Context: an optimization exercise on an open-source flow, tuned for small area and a short achievable clock period. The choices shown serve that exercise and are no tape-out recipe.
Function was checked by simulation only, so behaviour that the tests miss may differ from the original.
Power is estimated from default activity; no workload was simulated.

==> config.mk <==
export PLATFORM = sky130hd
export DESIGN_NAME = dual_issue_decode
export DESIGN_NICKNAME = dual_issue_decode
export VERILOG_FILES = /design/flow/design.v
export SDC_FILE = /design/flow/constraint.sdc
export NUM_CORES = 4
export LEC_CHECK = 0
export CAP_MARGIN = 20
export CORE_MARGIN = 2
export CORE_UTILIZATION = 25
export PLACE_DENSITY = 0.4
export SETUP_SLACK_MARGIN = 4.7
export SLEW_MARGIN = 20
export TNS_END_PERCENT = 10
==> constraint.sdc <==
create_clock -name core_clock -period 9.0 [get_ports {clk}]
set_input_delay 1.8000 -clock core_clock [delete_from_list [all_inputs] [get_ports {clk}]]
set_output_delay 1.8000 -clock core_clock [all_outputs]
set_load 0.01 [all_outputs]
==> design.v <==
module dual_issue_decode (
	input  logic			clk,
	input  logic			reset,
	input  logic [31:0]		instr_first,
	input  logic [31:0]		instr_second,
	input  logic [7:0]		pc,
	input  logic [7:0]		branch_pc,
	input  logic			branch_taken,
	output logic [31:0]		even_instr,
	output logic [10:0]		even_op,
	output logic [1:0]		even_unit,
	output logic [6:0]		even_rt,
	output logic			even_write,
	output logic [31:0]		odd_instr,
	output logic [10:0]		odd_op,
	output logic [1:0]		odd_unit,
	output logic [6:0]		odd_rt,
	output logic			odd_write,
	output logic			first_odd,
	output logic			stall,
	output logic [7:0]		stall_pc
);
	logic [31:0] a, b;			 
	logic ea, eb, oa, ob;		 
	logic [31:0] ew, ow;
	assign ew = ({32{ea}} & a) | ({32{eb}} & b);
	assign ow = ({32{oa}} & a) | ({32{ob}} & b);
	logic e_rrr, e_ila, e_ai, e_nop, e_fx1, e_shl;
	assign e_rrr = ew[31];
	assign e_ila = ~ew[31] & ew[30] & ~ew[29] & ew[25];
	assign e_ai  = ~ew[31] & ew[28] & ew[26];
	assign e_nop = ~ew[31] & ew[30] & ~ew[29] & ~ew[25];
	assign e_fx1 = e_ila | (~ew[31] & ~ew[30] & ew[28]);
	assign e_shl = ~ew[31] & ~ew[30] & ~ew[28] & ew[27];
	logic [6:0] e_rt0;
	logic e_wr0;
	assign e_rt0 = e_rrr ? ew[27:21] : ew[6:0];
	assign e_wr0 = (ew[31] | ew[30] | ew[28] | ew[27]) & ~e_nop;
	assign even_instr = ew;
	assign even_op    = {ew[31:28], ew[27:25] & {3{~e_rrr}}, ew[24] & ~e_rrr & ~e_ila,
		ew[23:21] & {3{~(e_rrr | e_ila | e_ai)}}};
	assign even_unit  = {e_fx1, e_fx1 | e_shl};
	assign even_rt    = e_rt0;
	assign even_write = e_wr0;
	logic o_ri10, o_ri16;
	assign o_ri10 = ow[29] & ~ow[27] & ow[26];
	assign o_ri16 = ow[29] & ~ow[27] & ~ow[26];
	logic o_ls;
	assign o_ls = o_ri10 | (ow[27] & ~ow[25]);
	assign odd_instr = ow;
	assign odd_op    = {ow[31:24], ow[23] & ~o_ri10, ow[22:21] & {2{~(o_ri10 | o_ri16)}}};
	assign odd_unit  = {o_ri16, o_ls};
	assign odd_rt    = ow[6:0];
	assign odd_write = ow[27] | (ow[28] & ow[26]);
	assign first_odd = oa;
	logic [5:1][6:0]	e_rt;
	logic [5:1]			e_al;	 
	logic [2:1]			e_lg;	 
	logic [4:1][6:0]	o_rt;
	logic [4:1]			o_al;
	logic [2:1]			o_lg;	 
	always_ff @(posedge clk) begin
		e_rt[1] <= e_rt0;
		o_rt[1] <= ow[6:0];
		for (int k = 2; k <= 5; k++) e_rt[k] <= e_rt[k-1];
		for (int k = 2; k <= 4; k++) o_rt[k] <= o_rt[k-1];
		e_lg[1] <= ~(e_fx1 | e_shl);	 
		e_lg[2] <= e_lg[1];
		o_lg[1] <= o_ls;	 
		o_lg[2] <= o_lg[1];
		if (reset) begin
			for (int k = 1; k <= 5; k++) e_al[k] <= 1'b0;
			for (int k = 1; k <= 4; k++) o_al[k] <= 1'b0;
		end else begin
			e_al[1] <= even_write & ~e_fx1;	 
			e_al[2] <= e_al[1];
			e_al[3] <= e_al[2] & e_lg[2];
			e_al[4] <= e_al[3];
			e_al[5] <= e_al[4];
			o_al[1] <= odd_write;					 
			o_al[2] <= o_al[1];
			o_al[3] <= o_al[2] & o_lg[2];
			o_al[4] <= o_al[3];
		end
	end
	function automatic logic busy(input logic [6:0] r,
		input logic ew_, input logic [6:0] ert, input logic ow_, input logic [6:0] ort,
		input logic [5:1][6:0] ert_h, input logic [5:1] eal,
		input logic [4:1][6:0] ort_h, input logic [4:1] oal);
		logic b;
		b = (ew_ && r == ert) || (ow_ && r == ort);
		for (int k = 1; k <= 5; k++) b = b || (eal[k] && r == ert_h[k]);
		for (int k = 1; k <= 4; k++) b = b || (oal[k] && r == ort_h[k]);
		busy = b;
	endfunction
	logic			sel_in, hold_f, hold_s;
	logic [31:0]	f, s;
	assign f = ({32{sel_in}} & instr_first) | ({32{hold_f}} & a);
	assign s = ({32{sel_in}} & instr_second) | ({32{hold_s}} & b);
	function automatic logic [6:0] dec(input logic [31:0] w);
		logic [10:0] o;
		logic ev, od, wr, ua, ub, uc, rrr;
		o = w[31:21];
		ev = 1'b0; od = 1'b0; wr = 1'b0; ua = 1'b0; ub = 1'b0; uc = 1'b0; rrr = 1'b0;
		if (o[10:7] == 4'b1100 || o[10:7] == 4'b1110) begin
			ev = 1'b1; wr = 1'b1; ua = 1'b1; ub = 1'b1; uc = 1'b1; rrr = 1'b1;
		end else if (o[10:4] == 7'b0100001) begin
			ev = 1'b1; wr = 1'b1;
		end else if (o[10:3] == 8'b00011100) begin
			ev = 1'b1; wr = 1'b1; ua = 1'b1;
		end else if (o == 11'b00011000000 || o == 11'b00011000001 || o == 11'b00001011011
				|| o == 11'b01111000100) begin
			ev = 1'b1; wr = 1'b1; ua = 1'b1; ub = 1'b1;
		end else if (o == 11'b01000000001) begin
			ev = 1'b1;
		end else if (o[10:3] == 8'b00110100) begin
			od = 1'b1; wr = 1'b1; ua = 1'b1;
		end else if (o[10:3] == 8'b00100100) begin
			od = 1'b1; ua = 1'b1; uc = 1'b1;
		end else if (o[10:2] == 9'b001100100) begin
			od = 1'b1;
		end else if (o[10:2] == 9'b001000000) begin
			od = 1'b1; uc = 1'b1;
		end else if (o == 11'b00111000100 || o == 11'b00111011100) begin
			od = 1'b1; wr = 1'b1; ua = 1'b1; ub = 1'b1;
		end else if (o == 11'b00000000001) begin
			od = 1'b1;
		end
		dec = {ev, od, wr, ua, ub, uc, rrr};
	endfunction
	logic [6:0] df, ds;
	logic f_ev, f_od, f_wr, f_ua, f_ub, f_uc;
	logic s_ev, s_od, s_wr, s_ua, s_ub, s_uc;
	assign df = dec(f);
	assign ds = dec(s);
	assign {f_ev, f_od, f_wr, f_ua, f_ub, f_uc} = df[6:1];
	assign {s_ev, s_od, s_wr, s_ua, s_ub, s_uc} = ds[6:1];
	logic [6:0] f_rt, s_rt;
	assign f_rt = df[0] ? f[27:21] : f[6:0];
	assign s_rt = ds[0] ? s[27:21] : s[6:0];
	logic stall_first, stall_second, busy_second, same_pipe, same_dest, raw_pair;
	assign stall_first =
		   (f_ua && busy(f[13:7],  even_write, e_rt0, odd_write, ow[6:0], e_rt, e_al, o_rt, o_al))
		|| (f_ub && busy(f[20:14], even_write, e_rt0, odd_write, ow[6:0], e_rt, e_al, o_rt, o_al))
		|| (f_uc && busy(f[6:0],   even_write, e_rt0, odd_write, ow[6:0], e_rt, e_al, o_rt, o_al));
	assign busy_second =
		   (s_ua && busy(s[13:7],  even_write, e_rt0, odd_write, ow[6:0], e_rt, e_al, o_rt, o_al))
		|| (s_ub && busy(s[20:14], even_write, e_rt0, odd_write, ow[6:0], e_rt, e_al, o_rt, o_al))
		|| (s_uc && busy(s[6:0],   even_write, e_rt0, odd_write, ow[6:0], e_rt, e_al, o_rt, o_al));
	assign same_pipe = (s_ev && f_ev) || (s_od && f_od);
	assign same_dest = f_wr && s_wr && (f_rt == s_rt);
	assign raw_pair = f_wr && ((s_ua && s[13:7] == f_rt) || (s_ub && s[20:14] == f_rt)
		|| (s_uc && s[6:0] == f_rt));
	assign stall_second = stall_first || same_pipe || same_dest || raw_pair || busy_second;
	logic go_first, go_second;
	logic [7:0] pc_q, pc_x;
	logic pc_new;
	assign stall_pc = pc_new ? pc_q : pc_x;
	assign go_first = ~branch_taken & ~stall_first;
	assign go_second = ~branch_taken & ~stall_second;
	always_ff @(posedge clk) begin
		a <= f;
		b <= s;
		ea <= ~reset & go_first & f_ev;
		eb <= ~reset & go_second & s_ev;
		oa <= ~reset & go_first & f_od;
		ob <= ~reset & go_second & s_od;
		sel_in <= reset | ~(branch_taken | stall_second);
		hold_f <= ~reset & ~branch_taken & stall_first;
		hold_s <= ~reset & ~branch_taken & stall_second;
		stall <= ~reset & (branch_taken | stall_second);
		pc_q <= pc;
		pc_new <= ~reset & ~branch_taken & ~stall & stall_second;
		pc_x <= reset ? 8'd0 : branch_taken ? branch_pc + 8'd2 : stall_pc;
	end
endmodule
==> flow/run.sh <==
#!/bin/bash
# The standard layout, with two changes:
#  - synthesis maps with an area-oriented ABC script (flow/abc_area.script),
#    otherwise the same as synth_recipe.tcl;
#  - the port buffers are plain buf_1 cells.
set -euo pipefail
HERE=$(pwd)
export BUFFER_PORTS_ARGS="-buffer_cell sky130_fd_sc_hd__buf_1"
export MY_ABC_SCRIPT=$HERE/flow/abc_area.script
sed "s#SYNTH_SCRIPT=[^ ]*#SYNTH_SCRIPT=$HERE/flow/synth.tcl#" standard.sh > own_standard.sh
bash own_standard.sh > flow_make.log 2>&1
==> flow/abc_area.script <==
strash
dch
map -a
topo
stime -c
buffer -c
upsize -c
dnsize -c
==> flow/synth.tcl <==
# The standard synthesis (synth_recipe.tcl), with ABC's mapping script replaced
# by the area-oriented one next to this file.
proc synth {args} { yosys synth -nofsm -noshare {*}$args }
proc abc {args} {
  set i [lsearch -exact $args -script]
  if { $i >= 0 && [info exists ::env(MY_ABC_SCRIPT)] } {
    set args [lreplace $args $i [expr {$i + 1}] -script $::env(MY_ABC_SCRIPT)]
  }
  yosys abc {*}$args
}
source $::env(SCRIPTS_DIR)/synth.tcl
# left out here: clear keep_hierarchy, flatten, clean up, hide names made inside functions, write 1_2_yosys.v
==> standard.sh <==
#!/bin/bash
# synth_recipe.tcl (not shown) runs the flow's synth.tcl, then flattens the netlist and writes it again
# the make line also repeats each setting of config.mk as NAME=value (left out here)
make -C /OpenROAD-flow-scripts/flow DESIGN_CONFIG=/design/flow/config.mk WORK_HOME=/design/flow/orfs CLKGATE_MAP_FILE= SYNTH_SCRIPT=/design/flow/synth_recipe.tcl "${@:-finish}"
==> qor.csv, run 1 <==
stage;metric;value;unit
status;outcome;complete, no violations;
worst_hold_path;Hold Path Stages;0;
power_and_ir_drop;pwr/cell area;144.5;nW/µm²
power_and_ir_drop;Sw Share;0.3654;
worst_setup_path;CP Capture Type;register;
route;DR WL/cell;32.54;µm
worst_setup_path;kind of cell adding the most delay to the critical path;compound AO/OA/AOI/OAI gates;
worst_setup_path;FF-to-FF path depth;15;
clock_network;Clock Latency Late Sink;0.51;ns
synth;Gate Count Post-Synth;1665;
synth;yosys synthesis warning count;1;
route;TritonRoute pass-1 iters;6;
floorplan;area of the core;48950;µm²
worst_setup_path;Worst Path Required;9.41;ns
route;post-DR vias/cell;6.014;
worst_setup_path;crit path DAT;4.73;ns
global_route;number of global-route vias before repair;14370;
global_route;global-route wire length before repair;112000;µm
synth;Synth Register Bits;165;
global_route;met1 GRT Util;0.4120;
power_and_ir_drop;LEAKAGE;5.415;nW
synth;post-synth top area share;0.2666;
worst_setup_path;critical-path cell list;buf_1, a22oi_2, buf_4, clkinv_2, o2111ai_1, nor4_1, a21oi_1, o2111ai_1, o21ai_0, nand4_1, a21oi_4, nand2_2, nand2_2, inv_2;
synth;Seq/Total Area, Yosys;0.2666;
timing;RSZ-0062 raised after global routing;yes;
worst_hold_path;Hold Crit Start;o_lg[1]$_DFF_P_;
worst_setup_path;critical path launch point type;input port;
synth;top_reg_cell synth;dfxtp_1;
worst_setup_path;R2R Path End;stall$_DFF_P_;
placement;post-DP HPWL;59840;µm
power_and_ir_drop;sequential power share;0.381;
route;drt total wl;81390;µm
power_and_ir_drop;Pint;1.337;mW
finish;Layout area overhead;17.68;%
worst_setup_path;setup slack, reg-to-reg;4.97;ns
power_and_ir_drop;Worst VDD drop;0.1307;mV
finish;layout cells sized above 1;0.1172;
worst_setup_path;Worst Path Buf+Inv;4;
floorplan;die height;226.6;µm
worst_hold_path;Endpoint, Worst Hold;o_lg[2]$_DFF_P_;
synth;number of enable flip-flop cells after synthesis;0;
power_and_ir_drop;clock power share;0.368;
global_route;GRT Residual Overflow;0;
timing;max_slew headroom;0.3329;
power_and_ir_drop;Total Power;2.107;mW
global_route;Tot GR Track Use;0.3133;
finish;FILL cells;5410;
clock_network;CTS Buf Count;17;
placement;port bufs;198;
synth;Mapped Nets;1749;
synth;Synth area leaders;dfxtp_1, xor2_1, o22ai_1;
floorplan;Initial Utilization;0.2532;
clock_network;clock sink count;165;
finish;post-layout util;0.2979;
timing;Hold Vio Cnt, Final;0;
timing;fin crit period;4.317;ns
run;max cap viols;0;
timing;Clock Skew;0.01187;ns
synth;largest area contributor in the netlist;dfxtp_1;
power_and_ir_drop;Gate power share;0.251;
timing;maximum clock rate;231.7;MHz
placement;Post-DP Area;13570;µm²
floorplan;Top Ports;199;
clock_network;buffer depth of the longest clock path;2;
worst_setup_path;crit path kind;in2reg;
route;antenna-violating nets left;0;
clock_network;Worst-path clk slew;0.07;ns
floorplan;die width;226.6;µm
finish;Final nets;1907;
global_route;met2 Use GR;0.4755;
power_and_ir_drop;NetSw;0.7700;mW
global_route;pin count of the biggest net entering global routing;50;
timing;final setup vio count;0;
worst_hold_path;Hold Path Class;reg2reg;
clock_network;CTS tree;yes;
worst_setup_path;Worst path max stage delay;0.54;ns
finish;fin area;14580;µm²
placement;GPL Wtd Cong;1.021;
route;1st-iter DRT viols;1903;
timing;count of pins over their slew limit;0;
synth;Synth Cell Area;12390;µm²
global_route;Most Crowded Layer GR;met2;
route;vias;15040;
synth;Netlist cell types;54;
clock_network;Root Buffer Master;clkbuf_16;
timing;setup TNS;0;ns
synth;asr flop ratio synth;0;
timing;Tcrit/Tclk final;0.4796;
floorplan;Row Count;81;
global_route;M3 GR Usage;0.08034;
route;DRC errors left;0;
worst_setup_path;Critical-path top delay cell;o2111ai_1;
clock_network;H-tree depth;4;
worst_setup_path;worst-path fanout max;15;
timing;worst slew pin tran;1.001;ns
synth;syn avg cell area;7.443;µm²
worst_setup_path;origin of the critical flop-to-flop path;sel_in$_DFF_P_;
global_route;initial antenna violation count;3;
floorplan;die area;51360;µm²
-- sequential cells by signal (all words and copies together), names as in the netlist, 2 cells and up --
signal / count
o_lg: 2
e_rt: 35
e_lg: 2
e_al: 5
pc_q: 8
o_rt: 28
a: 32
b: 32
o_al: 4
pc_x: 8
-- stage by stage --
stage / cells / setup slack (ns) / hold slack, ns
floorplan: 1665 / 5.220 / 0.3096
global placement: 2438 / 3.501 / 0.3132
detailed placement: 2438 / 3.546 / 0.3179
CTS: 2486 / 4.705 / 0.3346
global route: 2499 / 4.627 / 0.3374
finish: 2501 / 4.683 / 0.3306
-- power by group through the flow --
stage,Combinational [mW],Clock (mW),Sequential [mW]
after floorplan,0.304,0,0.793
after global placement,0.494,0,0.819
after detailed placement,0.486,0,0.818
after CTS,0.500,0.794,0.801
after global routing,0.553,0.815,0.805
final,0.529,0.775,0.803
-- cell type report --
class	count	area [µm²]	area share
antenna	2	5.005	0.0003432
clock buffer	18	439.2	0.03012
inverter	264	1067	0.07319
clock inverter	13	148.9	0.01021
multi-input combinational	1104	7456	0.5113
timing repair buffer	271	1331	0.09129
sequential	165	3304	0.2266
tap	664	830.8	0.05697
-- logic make-up after synthesis --
kind of cell	Yosys count	share of synthesized area
AO/OA/AOI/OAI	565	0.3349
buffers and inverters	397	0.1388
AND/OR/NAND/NOR	367	0.1381
XOR/XNOR	168	0.1187
flip-flops	165	0.2666
multiplexers	2	0.001817
adder cells (fa/ha/maj)	1	0.001010
-- worst max path at each step --
stage | slack, ns | endpoint | depth (start not counted) | from
floorplan | 5.22 | stall$_DFF_P_ | 13 | instr_second[4]
global placement | 3.50 | stall$_DFF_P_ | 14 | instr_second[16]
detailed placement | 3.55 | stall$_DFF_P_ | 14 | instr_first[6]
CTS | 4.70 | stall$_DFF_P_ | 15 | instr_first[16]
global route | 4.63 | even_unit[0] | 12 | eb$_DFF_P_
finish | 4.68 | stall$_DFF_P_ | 14 | instr_second[12]
-- cell usage in the layout (no fill, tap or decap), types with 6 or more instances in the layout --
cell type	Yosys	layout
a2111o_1	7	7
a2111oi_0	24	22
a21oi_1	55	54
a221oi_1	41	41
a22oi_1	72	72
a22oi_2	23	23
a31oi_1	6	6
buf_1	8	198
buf_4	31	67
clkbuf_16	0	17
clkinv_1	16	6
clkinvlp_4	0	10
dfxtp_1	165	164
inv_1	227	221
inv_2	21	21
nand2_1	134	134
nand2_2	6	6
nand3_1	21	21
nand4_1	43	43
nor2_1	86	84
nor3_1	32	31
nor4_1	34	34
o2111ai_1	31	30
o21ai_0	54	52
o221ai_1	13	13
o22ai_1	195	194
o22ai_2	12	11
xnor2_1	28	28
xor2_1	140	140
-- synth_stat cells, types with 24 or more instances --
cell / n
a2111oi_0: 24
a21oi_1: 55
a221oi_1: 41
a22oi_1: 72
buf_2: 46
buf_4: 31
clkbuf_1: 38
dfxtp_1: 165
inv_1: 227
nand2_1: 134
nand4_1: 43
nor2_1: 86
nor3_1: 32
nor4_1: 34
o2111ai_1: 31
o21ai_0: 54
o22ai_1: 195
xnor2_1: 28
xor2_1: 140
-- per-layer routing --
metal / up-vias / wire, µm
li1: 6342 / -
met2: 973 / 35470
met5: - / 11
met1: 7475 / 34680
met3: 248 / 7298
met4: 2 / 3935
-- what timing repair did --
| action | in CTS | in global routing |
|---|---|---|
| resized for setup | 29 | 24 |
| buffers inserted | 17 | 12 |
| hold buffers | 0 | 0 |
| gates cloned | 0 | 1 |
| pin swaps | 5 | 4 |
| setup endpoints to repair | 23 | 10 |
==> run 2: changes to the inputs <==
--- a/config.mk
+++ b/config.mk
@@ -11,4 +11,3 @@
 export PLACE_DENSITY = 0.4
 export SETUP_SLACK_MARGIN = 4.7
 export SLEW_MARGIN = 20
-export TNS_END_PERCENT = 10
==> qor.csv, run 2 <==
stage;metric;value;unit
status;outcome;complete, no violations;
route;drt total wl;81490;µm
timing;RSZ-0062 raised after global routing;yes;
synth;Synth area leaders;dfxtp_1, xor2_1, o22ai_1;
power_and_ir_drop;NetSw;0.7724;mW
synth;Mapped Nets;1749;
timing;worst slew pin tran;1.011;ns
worst_setup_path;worst-path fanout max;14;
clock_network;CTS tree;yes;
floorplan;die height;226.6;µm
finish;Post-Layout Cell Count;2514;
power_and_ir_drop;Worst VDD drop;0.1300;mV
power_and_ir_drop;LEAKAGE;5.473;nW
route;1st-iter DRT viols;1943;
route;antenna-violating nets left;0;
route;vias;15060;
route;post-DR vias/cell;5.990;
clock_network;buffer depth of the longest clock path;2;
clock_network;Worst-path clk slew;0.07;ns
worst_hold_path;Hold Path Class;reg2reg;
run;max cap viols;0;
finish;layout cells sized above 1;0.1271;
worst_setup_path;Worst Path Buf+Inv;4;
synth;asr flop ratio synth;0;
worst_setup_path;crit path kind;in2reg;
finish;Biggest register;e_rt;
worst_setup_path;CP Capture Type;register;
synth;number of enable flip-flop cells after synthesis;0;
timing;Hold Vio Cnt, Final;0;
finish;most frequent cells in the layout;inv_1, buf_1, o22ai_1;
placement;GPL Wtd Cong;1.021;
power_and_ir_drop;clock power share;0.366;
placement;port bufs;198;
route;DR WL/cell;32.41;µm
power_and_ir_drop;Sw Share;0.3650;
floorplan;die area;51360;µm²
power_and_ir_drop;sequential power share;0.380;
finish;commonest non-fill, non-tap cell in the layout;inv_1;
floorplan;Initial Utilization;0.2532;
timing;Worst Hold Slack;0.3311;ns
synth;Synth Register Bits;165;
clock_network;Clock Latency Late Sink;0.50;ns
worst_setup_path;kind of cell adding the most delay to the critical path;compound AO/OA/AOI/OAI gates;
floorplan;area of the core;48950;µm²
finish;Layout area overhead;18.96;%
synth;Synth top cells by count;inv_1, o22ai_1, dfxtp_1;
synth;Gate Count Post-Synth;1665;
route;DRC errors left;0;
clock_network;clock sink count;165;
worst_setup_path;critical-path cell list;buf_1, a22oi_2, buf_4, inv_2, o22ai_1, nor4_1, nand3_1, o2111ai_1, a2111o_1, a221oi_2, nand4_1, a21oi_4, nand2_2, nand2_2, inv_2;
global_route;initial antenna violation count;3;
finish;max reg flops;35;
synth;largest area contributor in the netlist;dfxtp_1;
worst_setup_path;Worst Path Required;9.41;ns
clock_network;Root Buffer Master;clkbuf_16;
synth;top_reg_cell synth;dfxtp_1;
power_and_ir_drop;Gate power share;0.254;
power_and_ir_drop;Pint;1.344;mW
synth;yosys synthesis warning count;1;
timing;maximum clock rate;233.8;MHz
timing;fin crit period;4.277;ns
floorplan;die width;226.6;µm
worst_setup_path;crit path DAT;4.69;ns
global_route;pin count of the biggest net entering global routing;50;
power_and_ir_drop;pwr/cell area;143.5;nW/µm²
finish;Final nets;1921;
timing;final setup vio count;0;
worst_setup_path;Critical-path top delay cell;a2111o_1;
timing;max_slew headroom;0.3257;
synth;Seq/Total Area, Yosys;0.2666;
floorplan;Top Ports;199;
timing;Tcrit/Tclk final;0.4752;
placement;post-DP HPWL;59840;µm
synth;leading cell type by number of instances after synthesis;inv_1;
finish;fin area;14740;µm²
clock_network;H-tree depth;4;
finish;biggest regs;e_rt (35), a (32), b (32);
floorplan;Row Count;81;
synth;syn avg cell area;7.443;µm²
worst_setup_path;Worst path max stage delay;0.45;ns
timing;setup TNS;0;ns
global_route;number of global-route vias before repair;14370;
placement;placed insts;2438;
global_route;Tot GR Track Use;0.3133;
global_route;GRT Residual Overflow;0;
global_route;global-route wire length before repair;112000;µm
placement;Post-DP Area;13570;µm²
synth;Synth Cell Area;12390;µm²
synth;post-synth top area share;0.2666;
worst_setup_path;critical path launch point type;input port;
clock_network;CTS Buf Count;17;
timing;count of pins over their slew limit;0;
timing;Clock Skew;0.01102;ns
route;TritonRoute pass-1 iters;7;
synth;Netlist cell types;54;
==> run 2: final cells by class <==
class / count / area, µm²
diodes: 1 / 2.502
clock buffers: 18 / 439.2
clock inverters: 13 / 148.9
fillers: 5407 / 34210
inverters: 264 / 1077
multi-input cells: 1104 / 7472
flip-flops and latches: 165 / 3304
well taps: 664 / 830.8
repair buffers: 285 / 1466
==> run 2: power groups by stage <==
| stage | sequential, mW | clock (mW) | combinational, mW |
|---|---|---|---|
| floorplan | 0.793 | 0 | 0.304 |
| global placement | 0.819 | 0 | 0.494 |
| detailed placement | 0.818 | 0 | 0.486 |
| CTS | 0.801 | 0.794 | 0.500 |
| global route | 0.805 | 0.815 | 0.563 |
| finish | 0.803 | 0.775 | 0.538 |
==> run 2: timing repair <==
action | 4_1_cts | 5_1_grt
resized for setup | 29 | 37
endpoints found under the setup margin | 23 | 10
pin swaps | 5 | 9
hold buffers | 0 | 0
setup buffers | 17 | 26
gates cloned | 0 | 1
==> run 2: final timing paths <==
kind | startpoint | endpoint | slack [ns] | cells past startpoint
hold / removal | o_lg[1]$_DFF_P_ | o_lg[2]$_DFF_P_ | 0.33 | 0
setup reg to reg | sel_in$_DFF_P_ | eb$_DFF_P_ | 5.03 | 13
setup / recovery | instr_second[5] | stall$_DFF_P_ | 4.72 | 15
hold reg to reg | o_lg[1]$_DFF_P_ | o_lg[2]$_DFF_P_ | 0.33 | 0
==> run 2: per-layer routing <==
metal  global-route usage  share of wire
met5                    0        0.00013
met4               0.1498          0.049
met3              0.08034          0.093
met2               0.4755           0.43
met1               0.4120           0.42
==> run 2: kinds of logic (layout without fill, tap and decap cells) <==
group / after synthesis / after routing / share of synthesized area
xor+xnor: 168 / 168 / 0.1187
mux: 2 / 2 / 0.001817
compound gates: 565 / 565 / 0.3349
simple gates: 367 / 368 / 0.1381
fa+ha+maj: 1 / 1 / 0.001010
buf+inv: 397 / 580 / 0.1388
other cells: 0 / 1 / 0
flops: 165 / 165 / 0.2666
==> run 2: per-stage QoR <==
stage / util / total power, mW / setup WS [ns]
CTS: 0.2936 / 2.095 / 4.705
floorplan: - / 1.097 / 5.220
global route: 0.3011 / 2.183 / 4.693
finish: 0.3012 / 2.116 / 4.723
detailed placement: 0.2772 / 1.304 / 3.546
global placement: 0.2772 / 1.313 / 3.501
==> run 3: changes to the inputs <==
==> flow/abc_area.script (replaced) <==
strash
&get -n
&st
&dch
&nf -a
&put
--- a/config.mk
+++ b/config.mk
@@ -7,7 +7,7 @@
 export LEC_CHECK = 0
 export CAP_MARGIN = 20
 export CORE_MARGIN = 2
-export CORE_UTILIZATION = 25
-export PLACE_DENSITY = 0.4
-export SETUP_SLACK_MARGIN = 4.7
+export CORE_UTILIZATION = 30
+export PLACE_DENSITY = 0.45
+export SETUP_SLACK_MARGIN = 5.0
 export SLEW_MARGIN = 20
==> qor.csv, run 3 <==
stage;metric;value;unit
route;DRC errors left;0;
floorplan;Top Ports;199;
synth;Synth area leaders;dfxtp_1, xnor2_1, xor2_1;
clock_network;CTS tree;yes;
finish;most frequent cells in the layout;xnor2_1, buf_1, dfxtp_1;
worst_setup_path;crit path DAT;2.21;ns
global_route;number of global-route vias before repair;11530;
placement;post-DP HPWL;36910;µm
floorplan;Row Count;71;
route;1st-iter DRT viols;1525;
power_and_ir_drop;Worst VDD drop;0.09599;mV
finish;biggest regs;e_rt (35), a (32), b (32);
synth;Gate Count Post-Synth;1384;
route;drt total wl;56020;µm
timing;setup TNS;0;ns
clock_network;Clock Latency Late Sink;0.46;ns
synth;Seq/Total Area, Yosys;0.2883;
route;antenna-violating nets left;0;
finish;layout cells sized above 1;0.1386;
timing;RSZ-0062 raised after global routing;yes;
clock_network;clock sink count;165;
global_route;pin count of the biggest net entering global routing;37;
global_route;GRT Residual Overflow;0;
timing;max_slew headroom;0.4940;
floorplan;die area;39770;µm²
route;TritonRoute pass-1 iters;6;
timing;Tcrit/Tclk final;0.4454;
global_route;Tot GR Track Use;0.2739;
finish;Final nets;1775;
global_route;initial antenna violation count;0;
floorplan;Initial Utilization;0.3042;
synth;number of enable flip-flop cells after synthesis;0;
status;outcome;complete, no violations;
synth;syn avg cell area;8.278;µm²
timing;Clock Skew;0.01791;ns
clock_network;H-tree depth;4;
clock_network;Worst-path clk slew;0.07;ns
placement;placed insts;2133;
synth;yosys synthesis warning count;1;
synth;post-synth top area share;0.2883;
worst_setup_path;CP Capture Type;output port;
synth;Synth Cell Area;11460;µm²
clock_network;Root Buffer Master;clkbuf_16;
power_and_ir_drop;LEAKAGE;4.991;nW
placement;port bufs;198;
run;max cap viols;0;
clock_network;Hold-fix buffers, CTS;0;
finish;Layout area overhead;29.46;%
finish;max reg flops;35;
floorplan;area of the core;37670;µm²
timing;worst slew pin tran;0.7562;ns
timing;final setup vio count;0;
synth;largest area contributor in the netlist;dfxtp_1;
floorplan;die width;199.4;µm
clock_network;CTS Buf Count;17;
synth;Mapped Nets;1468;
synth;top_reg_cell synth;dfxtp_1;
placement;Post-DP Area;13270;µm²
synth;leading cell type by number of instances after synthesis;xnor2_1;
floorplan;die height;199.4;µm
worst_setup_path;Worst Path Required;7.20;ns
route;post-DR vias/cell;5.745;
finish;Post-Layout Cell Count;2214;
worst_setup_path;critical path launch point type;register;
placement;GPL Wtd Cong;0.9110;
worst_setup_path;worst-path fanout max;16;
route;DR WL/cell;25.30;µm
power_and_ir_drop;pwr/cell area;139.0;nW/µm²
worst_setup_path;crit path kind;reg2out;
clock_network;buffer depth of the longest clock path;2;
timing;fin crit period;4.008;ns
timing;Hold Vio Cnt, Final;0;
worst_hold_path;Hold Path Class;reg2reg;
synth;Netlist cell types;54;
finish;Biggest register;e_rt;
finish;commonest non-fill, non-tap cell in the layout;xnor2_1;
finish;fin area;14830;µm²
global_route;global-route wire length before repair;79320;µm
timing;count of pins over their slew limit;0;
route;vias;12720;
finish;n_diodes;0;
synth;asr flop ratio synth;0;
synth;Synth Register Bits;165;
timing;maximum clock rate;249.5;MHz
synth;Synth top cells by count;xnor2_1, dfxtp_1, nand2_1;
run 3: critical path, stage by stage (launching register included):
cell,delay [ns]
dfxtp_2,0.37
buf_12,0.17
a22o_4,0.27
or3b_4,0.41
a2bb2o_4,0.30
inv_2,0.07
clkbuf_2,0.14
run 3: per-layer routing:
metal	GRT usage	wire length (µm)
met1	0.3820	24470
met2	0.4093	24590
met3	0.06093	5279
met4	0.1045	1692
met5	0	0
run 3: cell families after synthesis:
kind of cell,Yosys count,share of synthesized area
simple gates,397,0.1718
xor+xnor,312,0.2385
compound gates,376,0.2361
mux,22,0.02031
fa+ha+maj,1,0.001092
buf+inv,111,0.04390
flops,165,0.2883
run 3: worst paths after layout:
check	from	end	slack, ns	cells past startpoint
setup / recovery	eb$_DFF_P_	even_write	4.99	6
hold / removal	e_lg[1]$_DFF_P_	e_lg[2]$_DFF_P_	0.33	0
setup reg to reg	sel_in$_DFF_P_	sel_in$_DFF_P_	5.33	12
hold reg to reg	e_lg[1]$_DFF_P_	e_lg[2]$_DFF_P_	0.33	0
run 3: timing repair:
item | 4_1_cts | 5_1_grt
pin swaps | 4 | 14
setup endpoints to repair | 23 | 31
buffers inserted | 16 | 30
resized for setup | 40 | 82
gates cloned | 2 | 2
run 3: stage by stage:
stage / util / hold slack [ns] / setup slack [ns] / power [mW]
2_1_floorplan: - / 0.3096 / 4.496 / 1.084
3_3_place_gp: 0.3523 / 0.3142 / 3.927 / 1.246
3_5_place_dp: 0.3523 / 0.3205 / 3.850 / 1.249
4_1_cts: 0.3773 / 0.3381 / 4.889 / 2.035
5_1_grt: 0.3938 / 0.3399 / 4.901 / 2.133
6_report: 0.3938 / 0.3342 / 4.992 / 2.062
run 3: where the power goes:
group	internal, mW	total [mW]	leakage, nW	switching [mW]
logic	0.193	0.486	3.35	0.293
registers	0.761	0.805	1.36	0.0446
clock network	0.418	0.771	0.285	0.353
run 3: final cells by class:
class	instances	area, µm²
clock buffers	18	429.2
clock inverters	13	163.9
fillers	3947	22830
inverters	88	334.1
multi-input cells	1108	8155
flip-flops and latches	165	3313
well taps	511	639.4
repair buffers	311	1798
==> run 4: changes to the inputs <==
--- a/design.v
+++ b/design.v
@@ -20,11 +20,14 @@
 	output logic			stall,
 	output logic [7:0]		stall_pc
 );
-	logic [31:0] a, b;			 
-	logic ea, eb, oa, ob;		 
+	logic [31:0] a_n, b_n;		 
+	logic ea_n, eb_n, oa_n, ob_n;	 
+	logic [31:0] a, b;
 	logic [31:0] ew, ow;
-	assign ew = ({32{ea}} & a) | ({32{eb}} & b);
-	assign ow = ({32{oa}} & a) | ({32{ob}} & b);
+	assign a = ~a_n;
+	assign b = ~b_n;
+	assign ew = ~(({32{ea_n}} | a_n) & ({32{eb_n}} | b_n));
+	assign ow = ~(({32{oa_n}} | a_n) & ({32{ob_n}} | b_n));
 	logic e_rrr, e_ila, e_ai, e_nop, e_fx1, e_shl;
 	assign e_rrr = ew[31];
 	assign e_ila = ~ew[31] & ew[30] & ~ew[29] & ew[25];
@@ -52,7 +55,7 @@
 	assign odd_unit  = {o_ri16, o_ls};
 	assign odd_rt    = ow[6:0];
 	assign odd_write = ow[27] | (ow[28] & ow[26]);
-	assign first_odd = oa;
+	assign first_odd = ~oa_n;
 	logic [5:1][6:0]	e_rt;
 	logic [5:1]			e_al;	 
 	logic [2:1]			e_lg;	 
@@ -159,12 +162,12 @@
 	assign go_first = ~branch_taken & ~stall_first;
 	assign go_second = ~branch_taken & ~stall_second;
 	always_ff @(posedge clk) begin
-		a <= f;
-		b <= s;
-		ea <= ~reset & go_first & f_ev;
-		eb <= ~reset & go_second & s_ev;
-		oa <= ~reset & go_first & f_od;
-		ob <= ~reset & go_second & s_od;
+		a_n <= ~f;
+		b_n <= ~s;
+		ea_n <= ~(~reset & go_first & f_ev);
+		eb_n <= ~(~reset & go_second & s_ev);
+		oa_n <= ~(~reset & go_first & f_od);
+		ob_n <= ~(~reset & go_second & s_od);
 		sel_in <= reset | ~(branch_taken | stall_second);
 		hold_f <= ~reset & ~branch_taken & stall_first;
 		hold_s <= ~reset & ~branch_taken & stall_second;
==> flow/abc_area.script (replaced) <==
strash
&get -n
&st
&dch
&nf -a
&put
&get -n
&st
&dch
&nf -a
&put
==> qor.csv, run 4 <==
stage;metric;value;unit
synth;Synth area leaders;dfxtp_1, xnor2_1, xor2_1;
global_route;global-route wire length before repair;95850;µm
floorplan;Initial Utilization;0.3020;
floorplan;die area;41330;µm²
route;drt total wl;69510;µm
synth;Netlist cell types;65;
finish;most frequent cells in the layout;xnor2_1, buf_1, dfxtp_1;
timing;count of pins over their slew limit;0;
floorplan;area of the core;39460;µm²
synth;yosys synthesis warning count;1;
worst_hold_path;Endpoint, Worst Hold;e_lg[2]$_DFF_P_;
clock_network;CTS Buf Count;17;
floorplan;die height;203.3;µm
worst_hold_path;Hold Crit Start;e_lg[1]$_DFF_P_;
timing;Tcrit/Tclk final;0.4466;
clock_network;H-tree depth;4;
synth;Gate Count Post-Synth;1441;
finish;layout cells sized above 1;0.1592;
finish;post-layout util;0.4008;
finish;Final nets;1842;
timing;final setup vio count;0;
synth;asr flop ratio synth;0;
global_route;GRT Residual Overflow;0;
worst_hold_path;Hold Path Stages;0;
route;DR WL/cell;30.27;µm
finish;Layout area overhead;32.73;%
placement;placed insts;2191;
synth;largest area contributor in the netlist;dfxtp_1;
timing;Clock Skew;0.01054;ns
timing;Hold Vio Cnt, Final;0;
finish;commonest non-fill, non-tap cell in the layout;xnor2_1;
worst_setup_path;CP Capture Type;register;
floorplan;Top Ports;199;
timing;RSZ-0062 raised after global routing;yes;
worst_hold_path;Hold Path Class;reg2reg;
worst_setup_path;R2R Path End;ob_n$_DFF_P_;
clock_network;Root Buffer Master;clkbuf_16;
placement;post-DP HPWL;47820;µm
worst_setup_path;crit path DAT;4.37;ns
power_and_ir_drop;pwr/cell area;135.8;nW/µm²
worst_setup_path;setup slack, reg-to-reg;5.06;ns
worst_setup_path;critical path launch point type;input port;
placement;GPL Wtd Cong;1.016;
synth;Mapped Nets;1525;
timing;fin crit period;4.020;ns
placement;Place WS;3.020;ns
synth;Seq/Total Area, Yosys;0.2772;
clock_network;Worst-path clk slew;0.07;ns
synth;leading cell type by number of instances after synthesis;xnor2_1;
synth;syn avg cell area;8.270;µm²
global_route;number of global-route vias before repair;12990;
finish;Biggest register;e_rt;
route;1st-iter DRT viols;1463;
clock_network;buffer depth of the longest clock path;2;
synth;top_reg_cell synth;dfxtp_1;
finish;n_diodes;0;
finish;max reg flops;35;
route;DRC errors left;0;
timing;worst slew pin tran;0.9921;ns
worst_setup_path;Worst Path Required;9.35;ns
placement;port bufs;198;
worst_setup_path;FF-to-FF path depth;11;
timing;max_slew headroom;0.3325;
power_and_ir_drop;LEAKAGE;5.438;nW
route;post-DR vias/cell;6.088;
global_route;Tot GR Track Use;0.3221;
timing;final setup margin;4.980;ns
global_route;initial antenna violation count;0;
timing;maximum clock rate;248.8;MHz
finish;biggest regs;e_rt (35), a_n (32), b_n (32);
worst_setup_path;origin of the critical flop-to-flop path;sel_in$_DFF_P_;
clock_network;CTS tree;yes;
worst_setup_path;crit path kind;in2reg;
power_and_ir_drop;Worst VDD drop;0.09207;mV
clock_network;Clock Latency Late Sink;0.46;ns
clock_network;clock sink count;165;
status;outcome;complete, no violations;
route;vias;13980;
route;TritonRoute pass-1 iters;5;
floorplan;Row Count;73;
timing;Worst Hold Slack;0.3309;ns
run;max cap viols;0;
synth;post-synth top area share;0.2772;
finish;Post-Layout Cell Count;2296;
global_route;pin count of the biggest net entering global routing;36;
synth;Synth Register Bits;165;
route;antenna-violating nets left;0;
worst_setup_path;worst-path fanout max;17;
floorplan;die width;203.3;µm
synth;Synth Cell Area;11920;µm²
timing;setup TNS;0;ns
synth;number of enable flip-flop cells after synthesis;0;
synth;Synth top cells by count;xnor2_1, dfxtp_1, nand2_1;
==> run 4: cell types whose count changed after synthesis, moves of 10 or more <==
cell	previous run	this run
clkinv_1	88	70
o2bb2ai_1	0	10
a22o_1	49	11
nand2b_1	1	36
o22ai_1	36	94
nand4_1	32	48
a22oi_1	95	18
nor4_1	53	41
nor2_1	67	44
and2_0	4	27
nor3_1	50	34
nor2b_1	6	21
a2bb2oi_1	7	29
==> run 4: what timing repair did <==
action                                  4_1_cts  5_1_grt
endpoints found under the setup margin       24       19
resized for setup                           111      123
pin swaps                                     5       31
gates cloned                                  2        5
setup buffers                                19       47
hold buffers                                  0        0
==> run 4: kinds of logic (layout without fill, tap and decap cells) <==
group | Yosys count | count (layout) | share of synthesized area
and+or+nand+nor | 462 | 462 | 0.2070
DFF | 165 | 165 | 0.2772
adders and majority gates | 1 | 1 | 0.001050
AOI/OAI and AO/OA | 392 | 392 | 0.2340
muxes | 22 | 22 | 0.01932
buffers and inverters | 93 | 423 | 0.03654
xor gates and xnor gates | 306 | 306 | 0.2249
==> run 4: how the worst max path moves through the flow <==
stage	start	end	slack (ns)	cells after the start
floorplan	instr_second[18]	ob_n$_DFF_P_	4.51	9
CTS	instr_first[7]	ob_n$_DFF_P_	4.99	11
finish	instr_second[3]	sel_in$_DFF_P_	4.98	12
global placement	instr_second[16]	ob_n$_DFF_P_	2.94	12
detailed placement	instr_second[16]	ob_n$_DFF_P_	3.02	12
global route	instr_second[16]	ob_n$_DFF_P_	4.92	14
==> run 4: through the flow <==
| step | total power [mW] | cell area, µm² |
|---|---|---|
| 3_3_place_gp | 1.287 | 13730 |
| 5_1_grt | 2.217 | 15820 |
| 3_5_place_dp | 1.284 | 13730 |
| 2_1_floorplan | 1.093 | 11940 |
| 4_1_cts | 2.087 | 14900 |
| 6_report | 2.148 | 15820 |
==> run 4: final cells by class <==
type | count | area (µm²)
tap | 525 | 656.9
multi-input combinational | 1183 | 8889
clock buffer | 21 | 450.4
clock inverter | 11 | 150.1
inverter | 70 | 349.1
fill | 4132 | 23640
sequential | 165 | 3316
timing repair buffer | 321 | 2006
==> run 4: power breakdown <==
part | switching, mW | internal [mW]
registers | 0.0565 | 0.761
clock network | 0.340 | 0.445
logic | 0.325 | 0.220
total | 0.722 | 1.43
==> run 4: worst max-delay path, stage by stage <==
cell and delay [ns]:
buf_1 0.09, nand2_2 0.15, and2_0 0.15, buf_4 0.29
o21ai_0 0.12, a221oi_1 0.26, nor4b_1 0.63, nor4_4 0.14
a21oi_1 0.29, a211o_1 0.18, nor4_4 0.07, o21a_1 0.18
==> run 4: routing by layer <==
metal  vias up  GRT usage  part of all wire
met5         -          0                 0
met4         0     0.1760             0.059
met3       193    0.06727             0.092
met2       895     0.4998              0.44
met1      6830     0.4173              0.41
li1       6060          -                 -
==> run 5: changes to the inputs <==
==> flow/abc_area.script (replaced) <==
strash
&get -n
&st
&dch
&nf -a
&put
==> qor.csv, run 5 <==
stage;metric;value;unit
status;outcome;complete, no violations;
clock_network;Root Buffer Master;clkbuf_16;
worst_setup_path;crit path DAT;2.15;ns
global_route;Tot GR Track Use;0.2924;
synth;Synth top cells by count;dfxtp_1, xnor2_1, xor2_1;
timing;maximum clock rate;253.4;MHz
route;TritonRoute pass-1 iters;7;
synth;Seq/Total Area, Yosys;0.2729;
finish;layout cells sized above 1;0.1050;
placement;Post-DP Area;13760;µm²
finish;commonest non-fill, non-tap cell in the layout;buf_1;
synth;Synth area leaders;dfxtp_1, xnor2_1, xor2_1;
placement;post-DP HPWL;43960;µm
synth;syn avg cell area;8.239;µm²
synth;Synth Cell Area;12100;µm²
synth;leading cell type by number of instances after synthesis;dfxtp_1;
synth;post-synth top area share;0.2729;
timing;Tcrit/Tclk final;0.4384;
finish;Layout area overhead;23.42;%
placement;port bufs;198;
clock_network;buffer depth of the longest clock path;2;
finish;Post-Layout Cell Count;2268;
floorplan;area of the core;39730;µm²
global_route;initial antenna violation count;1;
synth;Gate Count Post-Synth;1469;
timing;setup TNS;0;ns
worst_setup_path;Worst Path Required;7.20;ns
placement;GPL Wtd Cong;0.9606;
finish;Biggest register;e_rt;
route;DRC errors left;0;
synth;largest area contributor in the netlist;dfxtp_1;
run;max cap viols;0;
floorplan;die area;41970;µm²
worst_setup_path;critical path launch point type;register;
clock_network;Hold-fix buffers, CTS;0;
floorplan;die height;204.9;µm
clock_network;CTS Buf Count;17;
power_and_ir_drop;pwr/cell area;133.3;nW/µm²
floorplan;Top Ports;199;
timing;Worst Hold Slack;0.3308;ns
worst_hold_path;Hold Path Class;reg2reg;
synth;number of enable flip-flop cells after synthesis;0;
timing;Hold Vio Cnt, Final;0;
synth;Synth Register Bits;165;
finish;most frequent cells in the layout;buf_1, xnor2_1, dfxtp_1;
timing;RSZ-0062 raised after global routing;yes;
clock_network;clock sink count;165;
finish;fin area;14940;µm²
floorplan;die width;204.9;µm
clock_network;Clock Latency Late Sink;0.47;ns
route;1st-iter DRT viols;1289;
synth;Mapped Nets;1553;
timing;count of pins over their slew limit;0;
route;DR WL/cell;27.55;µm
finish;max reg flops;35;
synth;asr flop ratio synth;0;
worst_setup_path;CP Capture Type;output port;
finish;Final nets;1814;
global_route;pin count of the biggest net entering global routing;41;
global_route;global-route wire length before repair;89380;µm
timing;final setup vio count;0;
floorplan;Row Count;73;
clock_network;H-tree depth;4;
finish;FILL cells;4175;
floorplan;Initial Utilization;0.3046;
power_and_ir_drop;LEAKAGE;5.547;nW
placement;placed insts;2218;
timing;Clock Skew;0.01790;ns
finish;n_diodes;0;
clock_network;CTS tree;yes;
global_route;number of global-route vias before repair;12790;
power_and_ir_drop;Worst VDD drop;0.07633;mV
timing;max_slew headroom;0.3685;
route;antenna-violating nets left;0;
worst_setup_path;worst-path fanout max;19;
timing;worst slew pin tran;0.9473;ns
route;drt total wl;62480;µm
global_route;GRT Residual Overflow;0;
route;post-DR vias/cell;6.062;
synth;yosys synthesis warning count;1;
clock_network;Worst-path clk slew;0.08;ns
worst_setup_path;crit path kind;reg2out;
synth;Netlist cell types;57;
synth;top_reg_cell synth;dfxtp_1;
finish;biggest regs;e_rt (35), a_n (32), b_n (32);
route;vias;13750;
power_and_ir_drop;Total Power;1.991;mW
timing;fin crit period;3.946;ns
## run 5: cell types whose count changed after synthesis, moves of 11 or more
cell,delta
xnor2_1,-62
xor2_1,+60
a21oi_1,+57
and3_1,+51
o21ai_0,-25
clkinv_1,-20
o22ai_1,-16
nor2_1,-14
nand4_1,+13
a2bb2oi_1,+12
a221oi_1,-11
nor4_1,+11
## run 5: what timing repair did
action / in CTS / in global routing
buffers inserted: 7 / 10
resized for setup: 75 / 70
cloned: 0 / 1
pin swaps: 4 / 8
endpoints found under the setup margin: 59 / 18
## run 5: power by group
group / total, mW / switching (mW) / internal (mW)
logic: 0.446 / 0.270 / 0.176
registers: 0.808 / 0.0482 / 0.760
clock network: 0.737 / 0.361 / 0.376
## run 5: metrics by stage
| stage | utilization | setup WS (ns) |
|---|---|---|
| 6_report | 0.3759 | 5.054 |
| 5_1_grt | 0.3759 | 4.977 |
| 4_1_cts | 0.3676 | 4.987 |
| 3_5_place_dp | 0.3464 | 3.809 |
| 3_3_place_gp | 0.3464 | 3.789 |
| 2_1_floorplan | - | 4.452 |
## run 5: logic make-up after synthesis
group / count (synthesis) / share of synthesized area
compound gates: 375 / 0.2125
xor+xnor: 304 / 0.2200
fa+ha+maj: 1 / 0.001034
buf+inv: 73 / 0.02977
flops: 165 / 0.2729
mux: 29 / 0.02491
simple gates: 522 / 0.2388
## run 5: critical path, cell delays in order (launching register included)
cell	delay [ns]
dfxtp_4	0.34
buf_6	0.18
o22ai_4	0.30
nor3b_4	0.29
nand2_1	0.12
nand2_2	0.13
a21o_1	0.16
buf_1	0.16
## run 5: worst paths after layout
kind | start | endpoint | slack [ns] | depth (start not counted)
worst max-delay path | eb_n$_DFF_P_ | even_unit[0] | 5.05 | 7
worst min-delay path | e_lg[1]$_DFF_P_ | e_lg[2]$_DFF_P_ | 0.33 | 0
worst max register to register | hold_f$_DFF_P_ | pc_new$_DFF_P_ | 5.21 | 10
worst min register to register | e_lg[1]$_DFF_P_ | e_lg[2]$_DFF_P_ | 0.33 | 0
## run 5: area by class of cell
type | instances | area, µm² | share of cell area
tap | 525 | 656.9 | 0.04398
sequential | 165 | 3323 | 0.2225
timing repair buffer | 264 | 1320 | 0.08837
clock inverter | 13 | 111.4 | 0.007455
multi-input combinational | 1232 | 8877 | 0.5943
clock buffer | 19 | 452.9 | 0.03032
inverter | 50 | 195.2 | 0.01307
## run 5: routing by layer
layer | share of wire | GRT usage | wire length, µm | vias to the layer above
met3 | 0.085 | 0.05186 | 5319 | 171
met5 | 0.00019 | 0 | 12 | -
li1 | - | - | - | 6093
met4 | 0.039 | 0.1128 | 2411 | 2
met1 | 0.43 | 0.3911 | 26670 | 6731
met2 | 0.45 | 0.4665 | 28060 | 752
==> run 6: changes to the inputs <==
--- a/config.mk
+++ b/config.mk
@@ -11,3 +11,4 @@
 export PLACE_DENSITY = 0.45
 export SETUP_SLACK_MARGIN = 5.0
 export SLEW_MARGIN = 20
+export TNS_END_PERCENT = 10
==> qor.csv, run 6 <==
stage;metric;value;unit
status;outcome;complete, no violations;
timing;count of pins over their slew limit;0;
worst_hold_path;Hold Path Class;reg2reg;
global_route;global-route wire length before repair;88210;µm
timing;final setup margin;5.010;ns
clock_network;buffer depth of the longest clock path;2;
finish;post-layout util;0.3809;
global_route;pin count of the biggest net entering global routing;40;
clock_network;Clock Latency Late Sink;0.47;ns
synth;Seq/Total Area, Yosys;0.2729;
route;TritonRoute pass-1 iters;8;
finish;commonest non-fill, non-tap cell in the layout;buf_1;
synth;yosys synthesis warning count;1;
placement;GPL Wtd Cong;0.9525;
timing;fin crit period;3.990;ns
global_route;Tot GR Track Use;0.2871;
route;DR WL/cell;27.10;µm
synth;post-synthesis simple-gate area fraction;0.2388;
power_and_ir_drop;sequential power share;0.405;
timing;max_slew headroom;0.3693;
worst_hold_path;Endpoint, Worst Hold;e_lg[2]$_DFF_P_;
synth;post-synthesis compound-gate area fraction;0.2126;
worst_setup_path;origin of the critical flop-to-flop path;hold_f$_DFF_P_;
timing;Clock Skew;0.01715;ns
timing;Hold Vio Cnt, Final;0;
power_and_ir_drop;clock power share;0.367;
worst_setup_path;crit path DAT;2.19;ns
synth;Synth Area in XOR/XNOR;0.2200;
power_and_ir_drop;NetSw;0.6654;mW
clock_network;Root Buffer Master;clkbuf_16;
clock_network;CTS tree;yes;
synth;syn avg cell area;8.239;µm²
worst_setup_path;CP Capture Type;output port;
global_route;GRT Residual Overflow;0;
worst_setup_path;critical path launch point type;register;
worst_setup_path;crit path kind;reg2out;
worst_setup_path;Worst Path Required;7.20;ns
route;post-DR vias/cell;5.997;
finish;FILL cells;4150;
synth;largest area contributor in the netlist;dfxtp_1;
synth;Gate Count Post-Synth;1469;
synth;mux cell area share after synthesis;0.02491;
synth;leading cell type by number of instances after synthesis;dfxtp_1;
route;antenna-violating nets left;0;
clock_network;CTS Buf Count;17;
placement;port bufs;198;
synth;Synth top cells by count;dfxtp_1, xnor2_1, xor2_1;
worst_setup_path;setup slack, reg-to-reg;5.23;ns
synth;adder and majority gate portion of the synthesized area;0.001034;
timing;setup TNS;0;ns
synth;Mapped Nets;1553;
placement;post-DP HPWL;42930;µm
route;DRC errors left;0;
timing;Tcrit/Tclk final;0.4433;
synth;largest family of logic cells by synthesized area;simple AND/OR/NAND/NOR gates;
finish;max reg flops;35;
finish;Final nets;1823;
synth;Synth area leaders;dfxtp_1, xnor2_1, xor2_1;
route;1st-iter DRT viols;1388;
power_and_ir_drop;Worst VDD drop;0.07560;mV
finish;most frequent cells in the layout;buf_1, dfxtp_1, xnor2_1;
floorplan;die width;204.9;µm
worst_setup_path;critical-path cell list;buf_6, o22ai_2, nor2b_4, nand2_1, o21ai_2, buf_2;
worst_setup_path;Critical-path top delay cell;dfxtp_2;
worst_hold_path;Hold Path Stages;0;
clock_network;clock sink count;165;
route;vias;13660;
worst_setup_path;Worst path max stage delay;0.45;ns
power_and_ir_drop;Gate power share;0.228;
timing;RSZ-0062 raised after global routing;yes;
synth;post-synth top area share;0.2729;
floorplan;Top Ports;199;
synth;Netlist cell types;57;
clock_network;H-tree depth;4;
power_and_ir_drop;LEAKAGE;5.645;nW
placement;Place WS;3.809;ns
finish;n_diodes;0;
power_and_ir_drop;Total Power;2.002;mW
floorplan;die height;204.9;µm
synth;Synth Cell Area;12100;µm²
worst_setup_path;R2R Path End;pc_new$_DFF_P_;
run;max cap viols;0;
finish;layout cells sized above 1;0.1170;
power_and_ir_drop;Pint;1.336;mW
finish;Layout area overhead;25.05;%
finish;Biggest register;e_rt;
worst_setup_path;worst-path fanout max;18;
synth;number of enable flip-flop cells after synthesis;0;
clock_network;Worst-path clk slew;0.07;ns
power_and_ir_drop;pwr/cell area;132.3;nW/µm²
worst_setup_path;FF-to-FF path depth;11;
synth;Synth Register Bits;165;
synth;top_reg_cell synth;dfxtp_1;
floorplan;Initial Utilization;0.3046;
floorplan;die area;41970;µm²
worst_hold_path;Hold Crit Start;e_lg[1]$_DFF_P_;
global_route;number of global-route vias before repair;12820;
floorplan;Row Count;73;
floorplan;area of the core;39730;µm²
synth;asr flop ratio synth;0;
timing;maximum clock rate;250.6;MHz
route;drt total wl;61720;µm
finish;biggest regs;e_rt (35), a_n (32), b_n (32);
timing;final setup vio count;0;
timing;worst slew pin tran;0.9447;ns
power_and_ir_drop;Sw Share;0.3324;
global_route;initial antenna violation count;0;
==> run 6: worst max path at each step <==
| stage | start | end | slack (ns) | depth (start not counted) |
|---|---|---|---|---|
| 2_1_floorplan | instr_second[12] | eb_n$_DFF_P_ | 4.45 | 9 |
| 3_3_place_gp | instr_first[3] | ob_n$_DFF_P_ | 3.93 | 11 |
| 3_5_place_dp | instr_first[2] | ob_n$_DFF_P_ | 3.81 | 11 |
| 4_1_cts | instr_first[3] | ob_n$_DFF_P_ | 4.82 | 11 |
| 6_report | ob_n$_DFF_P_ | odd_unit[0] | 5.01 | 6 |
| 5_1_grt | eb_n$_DFF_P_ | even_op[0] | 4.95 | 6 |
==> run 6: worst max-delay path, delay by kind of cell (launching register included) <==
family	cells	cell delay [ns]
AND/OR/NAND/NOR	2	0.32
buffers and inverters	2	0.50
AO/OA/AOI/OAI	2	0.46
flip-flops	1	0.45
==> run 6: kinds of logic after synthesis <==
group | count (synthesis)
adder cells (fa/ha/maj) | 1
buffers and inverters | 73
multiplexers | 29
flip-flops | 165
AO/OA/AOI/OAI | 375
XOR/XNOR | 304
AND/OR/NAND/NOR | 522
==> run 6: final cells by class <==
| type | instances | area [µm²] | share of cell area |
|---|---|---|---|
| Tap cell | 525 | 656.9 | 0.04340 |
| Inverter | 50 | 202.7 | 0.01339 |
| Clock buffer | 18 | 439.2 | 0.02902 |
| Timing Repair Buffer | 274 | 1475 | 0.09747 |
| Sequential cell | 165 | 3316 | 0.2191 |
| Multi-Input combinational cell | 1231 | 8919 | 0.5893 |
| Clock inverter | 14 | 126.4 | 0.008350 |
==> run 6: through the flow <==
stage	hold WS, ns	cells	instance area, µm²
floorplan	0.3096	1469	12100
global placement	0.3118	2215	13740
detailed placement	0.3132	2215	13740
CTS	0.3295	2253	14530
global route	0.3422	2277	15130
finish	0.3288	2277	15130
==> run 6: timing repair <==
item                                    CTS  global route
resized for setup                        53           110
pin swaps                                 2            12
cloned                                    1             1
hold buffers                              0             0
endpoints found under the setup margin   29            22
setup buffers                             5            23
==> run 6: routing by layer <==
layer	track usage	wire length, µm	vias to the layer above
li1	-	-	6102
met1	0.3795	26740	6666
met2	0.4488	27170	722
met3	0.05266	4896	166
met4	0.1393	2905	0
met5	0	0	-
==> run 6: power by group through the flow <==
stage / logic (mW) / clock network (mW) / registers [mW]
2_1_floorplan: 0.276 / 0 / 0.804
3_3_place_gp: 0.405 / 0 / 0.824
3_5_place_dp: 0.410 / 0 / 0.824
4_1_cts: 0.419 / 0.747 / 0.808
5_1_grt: 0.489 / 0.776 / 0.814
6_report: 0.456 / 0.734 / 0.811
==> run 7: changes to the inputs <==
--- a/config.mk
+++ b/config.mk
@@ -8,7 +8,7 @@
 export CAP_MARGIN = 20
 export CORE_MARGIN = 2
 export CORE_UTILIZATION = 30
+export CTS_BUF_LIST = sky130_fd_sc_hd__clkbuf_8
 export PLACE_DENSITY = 0.45
 export SETUP_SLACK_MARGIN = 5.0
 export SLEW_MARGIN = 20
-export TNS_END_PERCENT = 10
==> qor.csv, run 7 <==
stage;metric;value;unit
route;vias;13760;
synth;leading cell type by number of instances after synthesis;dfxtp_1;
worst_setup_path;CP Capture Type;register;
synth;top_reg_cell synth;dfxtp_1;
synth;post-synthesis compound-gate area fraction;0.2126;
power_and_ir_drop;pwr/cell area;122.4;nW/µm²
floorplan;die area;41970;µm²
route;antenna-violating nets left;0;
timing;final setup vio count;0;
worst_setup_path;critical-path cell list;buf_1, nand2_1, and2_2, a21oi_1, nand4_1, o31ai_1, a2111oi_1, a21oi_1, a211oi_2, and4_2, nand3_1;
finish;commonest non-fill, non-tap cell in the layout;buf_1;
clock_network;Clock Latency Late Sink;0.52;ns
floorplan;Row Count;73;
clock_network;CTS tree;yes;
worst_setup_path;Critical-path top delay cell;a2111oi_1;
timing;count of pins over their slew limit;0;
finish;layout cells sized above 1;0.1114;
clock_network;H-tree depth;4;
worst_setup_path;Worst Path Required;9.35;ns
floorplan;Top Ports;199;
synth;Synth Register Bits;165;
status;outcome;complete, no violations;
synth;Synth Cell Area;12100;µm²
worst_setup_path;Worst path max stage delay;0.54;ns
worst_setup_path;crit path kind;in2reg;
placement;Place WS;3.809;ns
synth;mux cell area share after synthesis;0.02491;
global_route;number of global-route vias before repair;12860;
finish;post-layout util;0.3720;
finish;biggest regs;e_rt (35), a_n (32), b_n (32);
synth;yosys synthesis warning count;1;
synth;Synth top cells by count;dfxtp_1, xnor2_1, xor2_1;
synth;adder and majority gate portion of the synthesized area;0.001034;
timing;Hold Vio Cnt, Final;0;
finish;Final nets;1822;
synth;Synth area leaders;dfxtp_1, xnor2_1, xor2_1;
placement;Post-DP Area;13760;µm²
route;DRC errors left;0;
clock_network;CTS Buf Count;17;
route;post-DR vias/cell;6.047;
power_and_ir_drop;LEAKAGE;5.482;nW
synth;largest family of logic cells by synthesized area;simple AND/OR/NAND/NOR gates;
floorplan;die height;204.9;µm
synth;Mapped Nets;1553;
synth;largest area contributor in the netlist;dfxtp_1;
clock_network;buffer depth of the longest clock path;2;
timing;maximum clock rate;249.8;MHz
timing;Clock Skew;0.02405;ns
worst_setup_path;crit path DAT;4.36;ns
timing;setup TNS;0;ns
timing;worst slew pin tran;0.9390;ns
route;DR WL/cell;27.63;µm
synth;syn avg cell area;8.239;µm²
worst_setup_path;CP dominant cell by count;a21oi_1;
clock_network;clock sink count;165;
floorplan;die width;204.9;µm
placement;post-DP HPWL;43960;µm
synth;Seq/Total Area, Yosys;0.2729;
power_and_ir_drop;Total Power;1.809;mW
power_and_ir_drop;Worst VDD drop;0.08787;mV
finish;fin area;14780;µm²
route;TritonRoute pass-1 iters;7;
worst_setup_path;critical path launch point type;input port;
synth;Netlist cell types;57;
worst_hold_path;Hold Path Class;reg2reg;
synth;asr flop ratio synth;0;
finish;Biggest register;e_rt;
finish;n_diodes;0;
placement;GPL Wtd Cong;0.9606;
clock_network;Root Buffer Master;clkbuf_8;
clock_network;Worst-path clk slew;0.11;ns
timing;max_slew headroom;0.3740;
timing;RSZ-0062 raised after global routing;yes;
timing;final setup margin;4.996;ns
global_route;Tot GR Track Use;0.2938;
placement;port bufs;198;
synth;number of enable flip-flop cells after synthesis;0;
finish;max reg flops;35;
placement;placed insts;2218;
route;drt total wl;62890;µm
run;max cap viols;0;
synth;Gate Count Post-Synth;1469;
global_route;global-route wire length before repair;89710;µm
timing;fin crit period;4.004;ns
timing;Worst Hold Slack;0.3401;ns
global_route;GRT Residual Overflow;0;
timing;Tcrit/Tclk final;0.4449;
synth;post-synthesis simple-gate area fraction;0.2388;
finish;Post-Layout Cell Count;2276;
synth;Synth Area in XOR/XNOR;0.2200;
synth;post-synth top area share;0.2729;
floorplan;Initial Utilization;0.3046;
finish;most frequent cells in the layout;buf_1, xnor2_1, dfxtp_1;
global_route;initial antenna violation count;1;
worst_setup_path;worst-path fanout max;10;
global_route;pin count of the biggest net entering global routing;41;
finish;Layout area overhead;22.12;%
clock_network;Hold-fix buffers, CTS;0;
floorplan;area of the core;39730;µm²
route;1st-iter DRT viols;1305;
==> run 7: cell counts after synthesis <==
Identical to the previous run, type by type.
==> run 7: critical path, delay by kind of cell <==
kind	cells	cell delay [ns]
AND/OR/NAND/NOR	5	1.18
buffers and inverters	1	0.07
AO/OA/AOI/OAI	5	1.30
==> run 7: power breakdown <==
group	internal [mW]	switching (mW)	leakage, nW
combinational	0.177	0.270	3.93
clock	0.214	0.340	0.190
sequential	0.760	0.0486	1.36
total	1.15	0.658	5.48
==> run 7: path summary, 6_finish.rpt <==
path         cells past startpoint  slack [ns]              end       startpoint
max                             11        5.00     ob_n$_DFF_P_  instr_first[12]
min                              0        0.34  e_lg[2]$_DFF_P_  e_lg[1]$_DFF_P_
max reg2reg                     10        5.29   pc_new$_DFF_P_   hold_f$_DFF_P_
min reg2reg                      0        0.34  e_lg[2]$_DFF_P_  e_lg[1]$_DFF_P_
==> run 7: cells by family (layout without fill, tap and decap cells) <==
logic type,Yosys count,after routing
muxes,29,29
adders and majority gates,1,1
and+or+nand+nor,522,522
buffers and inverters,73,354
DFF,165,165
xor gates and xnor gates,304,304
AOI/OAI and AO/OA,375,376
==> run 7: area by class of cell <==
| type | count | area [µm²] |
|---|---|---|
| sequential | 165 | 3323 |
| clock buffer | 19 | 261.5 |
| multi-input combinational | 1232 | 8837 |
| inverter | 50 | 198.9 |
| fill | 4185 | 24950 |
| timing repair buffer | 272 | 1391 |
| tap | 525 | 656.9 |
| clock inverter | 13 | 111.4 |
==> run 7: routing by layer <==
layer / vias to the layer above / wire (µm) / GRT usage
met1: 6718 / 26610 / 0.3912
li1: 6108 / - / -
met4: 2 / 2616 / 0.1213
met5: - / 12 / 0
met3: 175 / 5587 / 0.05838
met2: 760 / 28070 / 0.4622
==> run 7: what timing repair did <==
item,CTS,global route
pin swaps,3,10
setup endpoints to repair,76,20
gates cloned,1,1
setup buffers,10,14
gates resized for setup,66,78

[port drivers added, routing unchanged]
How much do the figures lean on ideal ports? The routed layouts below were timed once more, with nothing changed but the port constraints.
Step 1 sets driving cells, clkbuf_16 on the clock port and buf_2 on the other inputs (assumed; they add their load-dependent delay and slew).
Step 2 also shifts input and output timing later by t, the mid clock arrival at the registers, as if the neighbouring blocks saw the same clock.
a / b / c = no drivers / after step 1 / after step 2; a / b = the first two.
run | t, ns | setup slack, ns | worst slew at a driven data input, ns
run 1 | 0.557 | 4.683 / 4.694 / 4.157 | 0.06
run 2 | 0.554 | 4.723 / 4.696 / 4.181 | 0.06
run 3 | 0.500 | 4.992 / 4.938 / 4.529 | 0.05
run 4 | 0.512 | 4.980 / 4.970 / 4.489 | 0.06
run 5 | 0.516 | 5.054 / 5.000 / 4.624 | 0.05
run 6 | 0.518 | 5.010 / 4.954 / 4.564 | 0.06
run 7 | 0.565 | 4.996 / 5.011 / 4.467 | 0.05
After both steps every run listed still meets setup and hold. For run 2, which loses most, drivers alone change the setup slack by -0.027 ns; drivers and shift together by -0.542 ns.
